Context: an optimization exercise on an open-source flow, tuned for small area. The choices shown serve that exercise and are no tape-out recipe.
The RTL was checked by simulation tests, not by an equivalence proof against the original design.
Power and IR drop assume default switching activity.

--- design.v ---
module arp_ctrl #(
    parameter logic [31:0] P_RETRY_CYCLES = 32'd1000,
    parameter int unsigned P_MAX_RETRY    = 3
) (
    input  logic        i_clk,
    input  logic        i_rst,
    input  logic [47:0] i_rx_mac,
    input  logic [31:0] i_rx_ip,
    input  logic        i_rx_valid,
    input  logic        i_trig_reply,
    input  logic [31:0] i_lookup_ip,
    input  logic        i_lookup_valid,
    output logic        o_lookup_ready,
    output logic [47:0] o_lookup_mac,
    output logic        o_lookup_done,
    output logic        o_lookup_fail,
    output logic        o_tx_valid,
    input  logic        i_tx_ready,
    output logic [15:0] o_tx_op,
    output logic [31:0] o_tx_dst_ip,
    output logic [47:0] o_tx_dst_mac
);
    localparam int unsigned LP_ENTRIES = 4;
    localparam int unsigned LP_PTR_W   = 2;
    localparam int unsigned LP_IP_W    = 32;
    localparam int unsigned LP_MAC_W   = 48;
    localparam int unsigned LP_OP_W    = 16;
    localparam int unsigned LP_TMR_W   = 32;
    localparam int unsigned LP_RTY_W   = 8;
    localparam logic [LP_OP_W-1:0]  LP_OP_REQ = 16'd1;
    localparam logic [LP_OP_W-1:0]  LP_OP_RPL = 16'd2;
    localparam logic [LP_MAC_W-1:0] LP_BCAST  = '1;
    typedef enum logic [2:0] {IDLE, CHECK, SEND_REQ, WAIT_RSP, SEND_RPL, DONE} state_t;
    state_t                r_state;
    state_t                r_ret;
    logic                  r_cache_v   [LP_ENTRIES];
    logic [LP_IP_W-1:0]    r_cache_ip  [LP_ENTRIES];
    logic [LP_MAC_W-1:0]   r_cache_mac [LP_ENTRIES];
    logic [LP_PTR_W-1:0]   r_ptr;
    logic [LP_IP_W-1:0]    r_ip;
    logic [LP_TMR_W-1:0]   r_timer;
    logic [LP_RTY_W-1:0]   r_retry;
    logic                  r_pending;
    logic                  r_rpl_new;
    logic [LP_IP_W-1:0]    r_rpl_ip;
    logic [LP_MAC_W-1:0]   r_rpl_mac;
    logic                  w_rx_hit;
    logic [LP_PTR_W-1:0]   w_rx_idx;
    logic                  w_chk_hit;
    logic [LP_MAC_W-1:0]   w_chk_mac;
    logic                  w_rsp_match;
    logic                  w_tx_acc;
    logic                  w_timeout;
    logic                  w_retry_left;
    logic                  w_go_rpl;
    logic                  w_go_req;
    always_comb begin
        w_rx_hit  = 1'b0;
        w_rx_idx  = '0;
        w_chk_hit = 1'b0;
        w_chk_mac = '0;
        for (int unsigned i = 0; i < LP_ENTRIES; i++) begin
            if (r_cache_v[i] && (r_cache_ip[i] == i_rx_ip)) begin
                w_rx_hit = 1'b1;
                w_rx_idx = LP_PTR_W'(i);
            end
            if (r_cache_v[i] && (r_cache_ip[i] == r_ip)) begin
                w_chk_hit = 1'b1;
                w_chk_mac = r_cache_mac[i];
            end
        end
    end
    assign w_rsp_match  = i_rx_valid && (i_rx_ip == r_ip);
    assign w_tx_acc     = o_tx_valid && i_tx_ready;
    assign w_timeout    = (r_timer == (P_RETRY_CYCLES - 32'd1));
    assign w_retry_left = (r_retry < LP_RTY_W'(P_MAX_RETRY));
    always_comb begin
        w_go_rpl = r_pending && ((r_state == IDLE) || (r_state == CHECK) ||
                                 ((r_state == WAIT_RSP) && !w_rsp_match));
        w_go_req = !r_pending &&
                   (((r_state == CHECK) && !w_chk_hit && !w_rsp_match) ||
                    ((r_state == WAIT_RSP) && !w_rsp_match && w_timeout && w_retry_left));
    end
    always_ff @(posedge i_clk or posedge i_rst) begin
        if (i_rst) begin
            r_state   <= IDLE;
            r_ret     <= IDLE;
            for (int unsigned i = 0; i < LP_ENTRIES; i++) begin
                r_cache_v[i]   <= 1'b0;
                r_cache_ip[i]  <= '0;
                r_cache_mac[i] <= '0;
            end
            r_ptr     <= '0;
            r_ip      <= '0;
            r_timer   <= '0;
            r_retry   <= '0;
            r_pending <= 1'b0;
            r_rpl_new <= 1'b0;
            r_rpl_ip  <= '0;
            r_rpl_mac <= '0;
            o_lookup_ready <= 1'b0;
            o_lookup_mac   <= '0;
            o_lookup_done  <= 1'b0;
            o_lookup_fail  <= 1'b0;
            o_tx_valid     <= 1'b0;
            o_tx_op        <= '0;
            o_tx_dst_ip    <= '0;
            o_tx_dst_mac   <= '0;
        end else begin
            o_lookup_done <= 1'b0;
            o_lookup_fail <= 1'b0;
            if (i_rx_valid) begin
                if (w_rx_hit) begin
                    r_cache_mac[w_rx_idx] <= i_rx_mac;
                end else begin
                    r_cache_v[r_ptr]   <= 1'b1;
                    r_cache_ip[r_ptr]  <= i_rx_ip;
                    r_cache_mac[r_ptr] <= i_rx_mac;
                    r_ptr              <= r_ptr + 2'd1;
                end
            end
            if (i_trig_reply) begin
                r_rpl_ip  <= i_rx_ip;
                r_rpl_mac <= i_rx_mac;
                r_pending <= 1'b1;
            end
            case (r_state)
                IDLE: begin
                    if (w_go_rpl) begin
                        r_state               <= SEND_RPL;
                        o_lookup_ready <= 1'b0;
                    end else if (i_lookup_valid && o_lookup_ready) begin
                        r_ip                  <= i_lookup_ip;
                        r_retry               <= '0;
                        o_lookup_ready <= 1'b0;
                        o_lookup_mac   <= '0;
                        r_state               <= CHECK;
                    end else begin
                        o_lookup_ready <= !i_trig_reply;
                    end
                end
                CHECK: begin
                    if (w_go_rpl) begin
                        r_state <= SEND_RPL;
                    end else if (w_rsp_match || w_chk_hit) begin
                        r_state              <= DONE;
                        o_lookup_done <= 1'b1;
                        o_lookup_mac  <= w_rsp_match ? i_rx_mac : w_chk_mac;
                    end else begin
                        r_state <= SEND_REQ;
                    end
                end
                SEND_REQ: begin
                    if (w_tx_acc) begin
                        o_tx_valid <= 1'b0;
                        r_retry           <= r_retry + LP_RTY_W'(1);
                        r_timer           <= '0;
                        r_state           <= WAIT_RSP;
                    end
                end
                WAIT_RSP: begin
                    if (w_rsp_match) begin
                        r_state              <= DONE;
                        o_lookup_done <= 1'b1;
                        o_lookup_mac  <= i_rx_mac;
                    end else if (w_go_rpl) begin
                        r_state <= SEND_RPL;
                    end else if (w_timeout) begin
                        if (w_retry_left) begin
                            r_state <= SEND_REQ;
                        end else begin
                            r_state              <= DONE;
                            o_lookup_fail <= 1'b1;
                        end
                    end else begin
                        r_timer <= r_timer + 32'd1;
                    end
                end
                SEND_RPL: begin
                    if (w_tx_acc) begin
                        o_tx_valid <= 1'b0;
                        r_pending         <= i_trig_reply || r_rpl_new;
                        r_rpl_new         <= 1'b0;
                        r_state           <= r_ret;
                        if (r_ret == IDLE) begin
                            o_lookup_ready <= !(i_trig_reply || r_rpl_new);
                        end
                    end else if (i_trig_reply) begin
                        r_rpl_new <= 1'b1;
                    end
                end
                DONE: begin
                    r_state               <= IDLE;
                    o_lookup_ready <= !(r_pending || i_trig_reply);
                end
                default: r_state <= IDLE;
            endcase
            if (w_go_rpl) begin
                r_ret               <= r_state;
                r_rpl_new           <= i_trig_reply;
                o_tx_valid   <= 1'b1;
                o_tx_op      <= LP_OP_RPL;
                o_tx_dst_ip  <= r_rpl_ip;
                o_tx_dst_mac <= r_rpl_mac;
            end
            if (w_go_req) begin
                o_tx_valid   <= 1'b1;
                o_tx_op      <= LP_OP_REQ;
                o_tx_dst_ip  <= r_ip;
                o_tx_dst_mac <= LP_BCAST;
            end
        end
    end
endmodule
--- run.sh ---
#!/bin/bash
# synth_recipe.tcl (not shown) runs the flow's synth.tcl, then flattens the netlist and writes it again
# the make line also repeats each setting of config.mk as NAME=value (left out here)
make -C /OpenROAD-flow-scripts/flow DESIGN_CONFIG=/design/flow/config.mk WORK_HOME=/design/flow/orfs CLKGATE_MAP_FILE= SYNTH_SCRIPT=/design/flow/synth_recipe.tcl finish
--- constraint.sdc ---
create_clock -name core_clock -period 5.0 [get_ports {i_clk}]
set_input_delay 1.0000 -clock core_clock [delete_from_list [all_inputs] [get_ports {i_clk}]]
set_output_delay 1.0000 -clock core_clock [all_outputs]
set_load 0.01 [all_outputs]
--- config.mk ---
export PLATFORM = sky130hd
export DESIGN_NAME = arp_ctrl
export DESIGN_NICKNAME = arp_ctrl
export VERILOG_FILES = /design/flow/design.v
export SDC_FILE = /design/flow/constraint.sdc
export NUM_CORES = 4
export LEC_CHECK = 0
export CAP_MARGIN = 20
export CORE_MARGIN = 2
export CORE_UTILIZATION = 40
export SLEW_MARGIN = 20
==> out/metrics.csv <==
stage,metric,value,unit
worst_setup_path,crit-reg2reg-launch,r_ip[27],
clock_tree,path_clk_slew,0.06,ns
route,detail_route.wirelength,98090,um
layout,nets,2927,
clock_tree,tritoncts_clock_tree,yes,
worst_setup_path,critical_path.top_delay_family,buffers and inverters,
outcome,status,timing/DRC/antenna clean,
place,dp_hpwl,66850,um
timing,setup_tns,0,ns
timing,finalCritPeriodShare,0.8394,
place,post_dp_cell_area,34120,um^2
route,remaining_drc_errors,0,
worst_setup_path,path_max_fanout,32,
worst_setup_path,worst-r2r-setup-slack,0.94,ns
route,drt_first_pass_iters,5,
global_route,grt.met1_usage,0.3609,
timing,timing_hold_violations_final,0,
global_route,global_route.peak_usage_layer,met2,
synthesis,async_reset_ff_frac,1.000,
clock_tree,cts-buffers-inserted,70,
timing,timing_worst_slew_pin_value,1.037,ns
worst_setup_path,worstRegToRegCells,8,
floorplanning,initial_standard_cell_utilization_of_the_core,0.4053,
route,num_vias,21790,
synthesis,synth-seq-area-share,0.5134,
synthesis,syn_area,30220,um^2
clock_tree,clockRootBuffer,sky130_fd_sc_hd__clkbuf_16,
pwr,power-per-cell-area,583.0,nW/um^2
clock_tree,cts.repair_timing.setup_buffer_count,0,
global_route,globalRouteTotalUtil,0.2536,
route,detail_route.vias_per_cell,5.693,
global_route,first_global_vias,22430,
floorplanning,placement_rows,100,
timing,finalWorstPathRequiredPeriod,4.197,ns
worst_setup_path,slowest_stage,sky130_fd_sc_hd__clkdlybuf4s50_1,
place,routabilityCongestion,0.9140,
floorplanning,die_area,77770,um^2
place,number_of_port_buffers,251,
pwr,design_power_total,21230,uW
synthesis,gate_count_of_the_mapped_netlist,2587,
synthesis,yosysWarningCount,4,
route,wire_per_inst,25.63,um
pwr,leakage,0.01511,uW
clock_tree,cts.repair.resized,0,
worst_setup_path,worst-path-stages,9,
worst_setup_path,critical_path.cell_chain,"clkdlybuf4s50_1, xor2_1, or4_1, nor3_1, a31oi_1, o21a_4, a21oi_2, buf_4, a221o_1",
timing,maxClockFrequency,238.3,MHz
global_route,antenna_found_initial,1,
floorplanning,fp.coreArea,74570,um^2
synthesis,synth_unique_cells,65,
clock_tree,insertion_delay,0.62,ns
floorplanning,boundary_pin_count,266,
timing,report.final.slew_viol_count,0,
worst_setup_path,timing.critical_path.required,5.54,ns
worst_setup_path,worstReg2RegEnd,o_tx_dst_ip[23],
worst_setup_path,critical-path-max-stage-delay,0.97,ns
timing,grt_setup_unrepaired,no,
layout,post_route_cells_drive_above_1_share,0.1927,
floorplanning,die_width,278.9,um
synthesis,synth_enable_flop_cells,0,
worst_setup_path,cp-end-kind,register,
synthesis,synthFlopType,sky130_fd_sc_hd__dfrtp_1,
route,antenna_violating_nets_post_route,0,
worst_setup_path,cp_data_arrival_time,4.73,ns
floorplanning,die_h,278.9,um
clock_tree,postCtsHoldBufs,0,
global_route,use_met2,0.3921,
timing,setup_viol_count_final,0,
worst_setup_path,number_of_buffer_and_inverter_instances_along_the_worst_setup_path,2,
global_route,grtUsageMet3,0.04694,
route,detail_route.iter0.violations,1932,
layout,antennaDiodeCount,0,
worst_setup_path,worst_setup_sp_type,input port,
synthesis,post_synth.cell_area_avg,11.68,um^2
pwr,power.ir.vdd_worst,0.0002649,V
global_route,pin_count_of_the_biggest_net_entering_global_routing,136,
global_route,grt_pass1_wl,147600,um
worst_setup_path,setup.worst_path.class,input port to register,
timing,whs,0.4787,ns
timing,slew_headroom,0.3089,
global_route,globalRouteOverflowTotal,0,
layout,area_growth,20.50,%
run,cap_viol_max_count,0,
hold_path,timing.hold.worst.class,register to register,
worst_setup_path,timing.critical_path.to,o_tx_dst_ip[23],
synthesis,ys_ff_latch,620,
clock_tree,clk_path_buf_depth,3,
timing,fin_skew,0.02802,ns
layout,post-route-cell-area,36420,um^2
worst_setup_path,timing.critical_path.from,i_rx_ip[31],
clock_tree,clock_sinks,620,
clock_tree,cts_max_level,3,
-- layer usage --
metal	wire, um	vias to the layer above
li1	-	9690
met1	44840	11280
met2	44310	683
met3	6260	137
met4	2670	2
met5	10	-
-- state kept, by name (all words and copies together), names as in the netlist --
name / cells
o_lookup_ready: 1
o_lookup_mac: 48
r_pending: 1
o_tx_dst_mac: 48
r_ip: 32
r_rpl_mac: 48
r_cache_mac: 192
o_lookup_done: 1
r_ptr: 2
r_ret: 3
r_state: 3
o_tx_valid: 1
r_cache_v: 4
o_tx_dst_ip: 32
o_tx_op: 2
r_rpl_new: 1
o_lookup_fail: 1
r_cache_ip: 128
r_rpl_ip: 32
r_retry: 8
r_timer: 32
-- logic make-up after synthesis --
kind of cell,count (synthesis),share of synthesized area
compound gates,335,0.08024
xor+xnor,322,0.09332
fa+ha+maj,6,0.002484
buf+inv,237,0.03784
flops,620,0.5134
mux,430,0.1601
other cells,1,0.0001241
simple gates,636,0.1125
-- synth_stat cells (7+ instances only) --
master                     count  area share
sky130_fd_sc_hd__a211o_1      39       0.011
sky130_fd_sc_hd__a211oi_1     51       0.013
sky130_fd_sc_hd__a21oi_1      62       0.010
sky130_fd_sc_hd__a221o_1      43       0.014
sky130_fd_sc_hd__a22o_1        9      0.0026
sky130_fd_sc_hd__a22oi_1      37      0.0092
sky130_fd_sc_hd__and2_1       36      0.0075
sky130_fd_sc_hd__and3_1        9      0.0019
sky130_fd_sc_hd__buf_2        80       0.013
sky130_fd_sc_hd__buf_4        21      0.0052
sky130_fd_sc_hd__buf_6        10      0.0037
sky130_fd_sc_hd__clkbuf_1    103       0.013
sky130_fd_sc_hd__dfrtp_1     620        0.51
sky130_fd_sc_hd__inv_1        16      0.0020
sky130_fd_sc_hd__mux2_1      117       0.044
sky130_fd_sc_hd__mux2_2      311        0.12
sky130_fd_sc_hd__nand2_1      59      0.0073
sky130_fd_sc_hd__nand2b_1      9      0.0019
sky130_fd_sc_hd__nand3_1      33      0.0055
sky130_fd_sc_hd__nand4_1      44      0.0091
sky130_fd_sc_hd__nor2_1      191       0.024
sky130_fd_sc_hd__nor3_1       80       0.013
sky130_fd_sc_hd__nor3b_1      48       0.012
sky130_fd_sc_hd__nor4_1       65       0.013
sky130_fd_sc_hd__nor4b_1       7      0.0020
sky130_fd_sc_hd__o21ai_0      19      0.0031
sky130_fd_sc_hd__o22ai_1      48      0.0099
sky130_fd_sc_hd__or3_1        10      0.0021
sky130_fd_sc_hd__or4_1        13      0.0032
sky130_fd_sc_hd__xnor2_1     147       0.043
sky130_fd_sc_hd__xor2_1      175       0.051
-- layout make-up --
type	instances	area, um^2
inverters	18	71.32
fillers	6655	38150
well taps	969	1212
multi-input cells	1743	13740
flip-flops and latches	620	15510
clock inverters	24	260.3
clock buffers	104	2041
repair buffers	350	3578
-- where the power goes --
part	internal [uW]	leakage, uW	switching [uW]
logic	3680	0.00644	3550
registers	6910	0.00754	1930
clock network	3010	0.00113	2160
total	13600	0.0151	7640
-- cell usage in the layout, fill, tap and decap left out, drive strengths merged, types with 21 or more instances in the layout --
master / count
dfrtp: 620
a22oi: 37
o22ai: 48
nor3b: 48
clkbuf: 104
xnor2: 147
and2: 37
inv: 21
xor2: 175
nand4: 44
a221o: 43
a211oi: 51
clkdlybuf4s50: 250
nor3: 80
a21oi: 62
nor4: 67
o21ai: 25
mux2: 428
nor2: 191
nand3: 35
a211o: 39
nand2: 62
buf: 100
-- per-stage QoR --
step                      utilization  instances  setup slack [ns]
after floorplan                     -       2600            -4.463
after global placement         0.4575       3700            0.2777
after detailed placement       0.4575       3700            0.2623
after CTS                      0.4884       3828            0.8803
after global routing           0.4884       3828            0.6602
final                          0.4884       3828            0.8029
-- worst min-delay path by stage --
stage / startpoint / end / slack [ns] / depth (start not counted)
final: r_cache_mac[0][45] / r_cache_mac[0][45] / 0.48 / 1
after global routing: r_cache_mac[0][2] / r_cache_mac[0][2] / 0.49 / 1
after CTS: r_cache_mac[0][45] / r_cache_mac[0][45] / 0.48 / 1
after detailed placement: r_cache_mac[0][45] / r_cache_mac[0][45] / 0.47 / 1
after global placement: r_cache_mac[0][45] / r_cache_mac[0][45] / 0.46 / 1
after floorplan: r_cache_mac[0][0] / r_cache_mac[0][0] / 0.45 / 1

[re-timing with driven ports]
No port has a modelled driver above. Below, the same layout with a new extraction and two added sets of constraints. Step 1 (the two cells are an assumption about what drives the block):
set clk [get_ports {i_clk}]
set_driving_cell -lib_cell sky130_fd_sc_hd__clkbuf_16 $clk
set_driving_cell -lib_cell sky130_fd_sc_hd__buf_2 [delete_from_list [all_inputs] $clk]
Step 2 adds t to the input delays and takes it off the output delays; t is the mean of the earliest and latest rising clock arrival at the registers after step 1. Input paths then give back, and output paths get back, about the clock's delay inside the block. Three values: ideal, step 1, step 2; two values: the first two.
t (ns): 0.672
setup WS [ns]: 0.803 / 0.841 / 0.169
worst setup path after step 2: input to register
latest minus earliest clock arrival (ns): 0.028 / 0.028
slew at the worst register clock pin (ns): 0.06 / 0.06
After both steps this run still meets setup and hold. For this run, drivers alone change the setup slack by +0.038 ns; drivers and shift together by -0.634 ns.
